This design comes from an exercise in tuning for small area and a short achievable clock period on the open sky130 flow, not from production work.
The RTL was checked by simulation tests, not by an equivalence proof against the original design.
No activity file was given, so power comes from the tool's default toggle rates.

==> flow/design.v <==
module mem_responder #(
  parameter int DEPTH   = 64,
  parameter int LATENCY = 2
) (
  input  logic        clk,
  input  logic        reset,
  input  logic        req_valid,
  output logic        req_ready,
  input  logic        req_we,
  input  logic [31:0] req_addr,
  input  logic [31:0] req_wdata,
  output logic        resp_valid,
  input  logic        resp_ready,
  output logic [31:0] resp_rdata,
  output logic        resp_err
);
  localparam int AW = $clog2(DEPTH);
  logic          busy_q, wait_q, resp_q, wr_q;
  logic          we_q, err_q;
  logic [DEPTH-1:0] sel_q;
  logic [31:0]   wdata_q, rdata_q;
  logic [31:0]   mem [DEPTH];
  logic          idle, err_in;
  logic [DEPTH-1:0] sel_in, sel;
  logic [31:0]   rd;
  logic          no_rd;
  assign idle       = !busy_q;
  assign req_ready  = !busy_q & reset;
  assign resp_valid = resp_q;
  assign resp_rdata = rdata_q;
  assign resp_err   = err_q;
  assign no_rd  = we_q | err_q;   
  assign err_in = (req_addr[1:0] != 2'b00) || (req_addr[31:AW+2] != '0);
  always_comb begin
    for (int i = 0; i < DEPTH; i++) sel_in[i] = (req_addr[AW+1:2] == AW'(i));
  end
  always_ff @(posedge clk or negedge reset) begin
    if (!reset) begin
      busy_q <= 1'b0;
      wait_q <= 1'b0;
      resp_q <= 1'b0;
      wr_q   <= 1'b0;
    end else begin
      busy_q <= busy_q ? !(resp_q & resp_ready) : req_valid;
      wait_q <= !busy_q & req_valid;
      resp_q <= wait_q | (resp_q & !resp_ready);
      wr_q   <= !busy_q & req_valid & req_we & !err_in;
    end
  end
  always_ff @(posedge clk) begin
    if (idle) err_q <= err_in;
  end
  always_ff @(posedge clk) begin
    we_q    <= req_we;
    sel_q   <= sel_in;
    wdata_q <= req_wdata;
  end
  assign sel = sel_q;
  for (genvar b = 0; b < 32; b++) begin : g_bit
    logic [DEPTH-1:0] col;
    logic [7:0]       p;
    logic [3:0]       q;
    for (genvar i = 0; i < DEPTH; i++) begin : g_col
      assign col[i] = mem[i][b];
    end
    for (genvar k = 0; k < 8; k++) begin : g_g
      mem_responder_or8 u_grp (.d(col[8*k+:8]), .s(sel[8*k+:8]), .y(p[k]));
    end
    for (genvar k = 0; k < 4; k++) begin : g_n
      mem_responder_nor2 u_nor (.a(p[2*k+:2]), .y(q[k]));
    end
    mem_responder_aoi41 u_out (.a(q), .b(no_rd), .y(rd[b]));
  end
  always_ff @(posedge clk) begin
    if (wait_q) rdata_q <= rd;
  end
  always_ff @(posedge clk) begin
    for (int i = 0; i < DEPTH; i++)
      if (wr_q & sel[i]) mem[i] <= wdata_q;
  end
endmodule
module mem_responder_or8 (
  input  logic [7:0] d,
  input  logic [7:0] s,
  output logic       y
);
  assign y = |(d & s);
endmodule
module mem_responder_aoi41 (
  input  logic [3:0] a,
  input  logic       b,
  output logic       y
);
  assign y = !((&a) | b);
endmodule
module mem_responder_nor2 (
  input  logic [1:0] a,
  output logic       y
);
  assign y = !(|a);
endmodule
export LEC_CHECK = 0
export CAP_MARGIN = 20
export CORE_MARGIN = 2
export CORE_UTILIZATION = 60
export CTS_CLUSTER_DIAMETER = 80
export CTS_CLUSTER_SIZE = 24
export PLACE_DENSITY = 0.7
export SETUP_SLACK_MARGIN = 2.75
export SLEW_MARGIN = 20
export SYNTH_HIERARCHICAL = 1
create_clock -name core_clock -period 5.0 [get_ports {clk}]
standard.sh (not shown) runs the stock make flow with config.mk's settings and CLKGATE_MAP_FILE= SYNTH_SCRIPT=/design/flow/synth_recipe.tcl, a recipe that flattens the netlist after the stock synthesis.
==> flow/flow/run.sh <==
#!/bin/bash
# The standard layout (standard.sh, unchanged synthesis and steps) with a
# few resizer/placement settings changed:
#  - the port buffers are plain buf_2 cells instead of the delay cells that
#    buffer_ports picks by default;
#  - gate sizing may change a cell's footprint (MATCH_CELL_FOOTPRINT=0);
#  - after the placement-stage repair_design, each output port's buffer is
#    moved next to the cell driving it (flow/outbuf.tcl), so the buffer drives
#    the long wire to the pin; detailed placement then legalizes it.
# make's output goes to flow_make.log; each ORFS step keeps its own log under
# orfs/logs.
set -euo pipefail
here=$(pwd)
export BUFFER_PORTS_ARGS="-buffer_cell sky130_fd_sc_hd__buf_2"
export POST_RESIZE_TCL="$here/flow/outbuf.tcl"
if ! bash standard.sh MATCH_CELL_FOOTPRINT=0 finish > flow_make.log 2>&1; then
  tail -50 flow_make.log
  exit 1
fi
tail -20 flow_make.log
==> flow/flow/outbuf.tcl <==
# Move each output port's buffer next to the cell that drives it, so the
# buffer (which timing repair can upsize) drives the long wire to the pin
# instead of the weak driving cell. Detailed placement legalizes afterwards.
set block [ord::get_db_block]
set moved 0
foreach bterm [$block getBTerms] {
  if {[$bterm getIoType] != "OUTPUT"} { continue }
  set net [$bterm getNet]
  if {$net == "NULL"} { continue }
  foreach iterm [$net getITerms] {
    if {![$iterm isOutputSignal]} { continue }
    set buf [$iterm getInst]
    foreach it2 [$buf getITerms] {
      if {![$it2 isInputSignal]} { continue }
      set n2 [$it2 getNet]
      if {$n2 == "NULL"} { continue }
      foreach it3 [$n2 getITerms] {
        if {![$it3 isOutputSignal]} { continue }
        set loc [[$it3 getInst] getLocation]
        $buf setLocation [lindex $loc 0] [lindex $loc 1]
        incr moved
      }
    }
  }
}
puts "outbuf: moved $moved output buffers next to their drivers"
Edit:
--- a/flow/design.v
+++ b/flow/design.v
@@ -23,13 +23,13 @@
   logic          idle, err_in;
   logic [DEPTH-1:0] sel_in, sel;
   logic [31:0]   rd;
-  logic          no_rd;
+  logic          rd_ok;
   assign idle       = !busy_q;
   assign req_ready  = !busy_q & reset;
   assign resp_valid = resp_q;
   assign resp_rdata = rdata_q;
   assign resp_err   = err_q;
-  assign no_rd  = we_q | err_q;   
+  assign rd_ok  = !(we_q | err_q);   
   assign err_in = (req_addr[1:0] != 2'b00) || (req_addr[31:AW+2] != '0);
   always_comb begin
     for (int i = 0; i < DEPTH; i++) sel_in[i] = (req_addr[AW+1:2] == AW'(i));
@@ -67,9 +67,9 @@
       mem_responder_or8 u_grp (.d(col[8*k+:8]), .s(sel[8*k+:8]), .y(p[k]));
     end
     for (genvar k = 0; k < 4; k++) begin : g_n
-      mem_responder_nor2 u_nor (.a(p[2*k+:2]), .y(q[k]));
+      mem_responder_or2 u_or (.a(p[2*k+:2]), .y(q[k]));
     end
-    mem_responder_aoi41 u_out (.a(q), .b(no_rd), .y(rd[b]));
+    mem_responder_oa41 u_out (.a(q), .b(rd_ok), .y(rd[b]));
   end
   always_ff @(posedge clk) begin
     if (wait_q) rdata_q <= rd;
@@ -86,16 +86,16 @@
 );
   assign y = |(d & s);
 endmodule
-module mem_responder_aoi41 (
+module mem_responder_oa41 (
   input  logic [3:0] a,
   input  logic       b,
   output logic       y
 );
-  assign y = !((&a) | b);
+  assign y = (|a) & b;
 endmodule
-module mem_responder_nor2 (
+module mem_responder_or2 (
   input  logic [1:0] a,
   output logic       y
 );
-  assign y = !(|a);
+  assign y = |a;
 endmodule
Cell count hardly moves.
Synthesized area is about the same.
Design area hardly moves.
Combinational power goes up by about 2%.
Fmax goes up by 0.97%.
Sequential share of layout area goes down by 0.13 points.
Power goes up by 0.46%.
Clock skew goes down by 0.0068 ns.

## what the ideal ports hide
In the flow no input, the clock included, has a driving cell. The finished layouts below were timed again as built, in two steps.
Step 1 assumes that a clkbuf_16 drives the clock port and a buf_2 every other input.
Step 2 times the ports against the registers' clock, not the clock port: input delays grow and output delays shrink by t, the midpoint of the rising clock arrivals with the driver on.
Slacks: no drivers / after step 1 / after step 2; pairs: no drivers / after step 1.
run	shift t [ns]	slack for setup (ns)	hold slack, ns	worst register clock-pin slew, ns
the first run	0.812	2.610 / 2.552 / 2.537	0.044 / -0.003 / 0.576	0.10 / 0.10
the second run	0.801	2.633 / 2.557 / 2.482	0.030 / -0.009 / 0.577	0.10 / 0.10
After both steps every run listed still meets setup and hold. The setup slack of the second run, which loses most, moves by -0.076 ns with the drivers and by -0.151 ns with both steps.
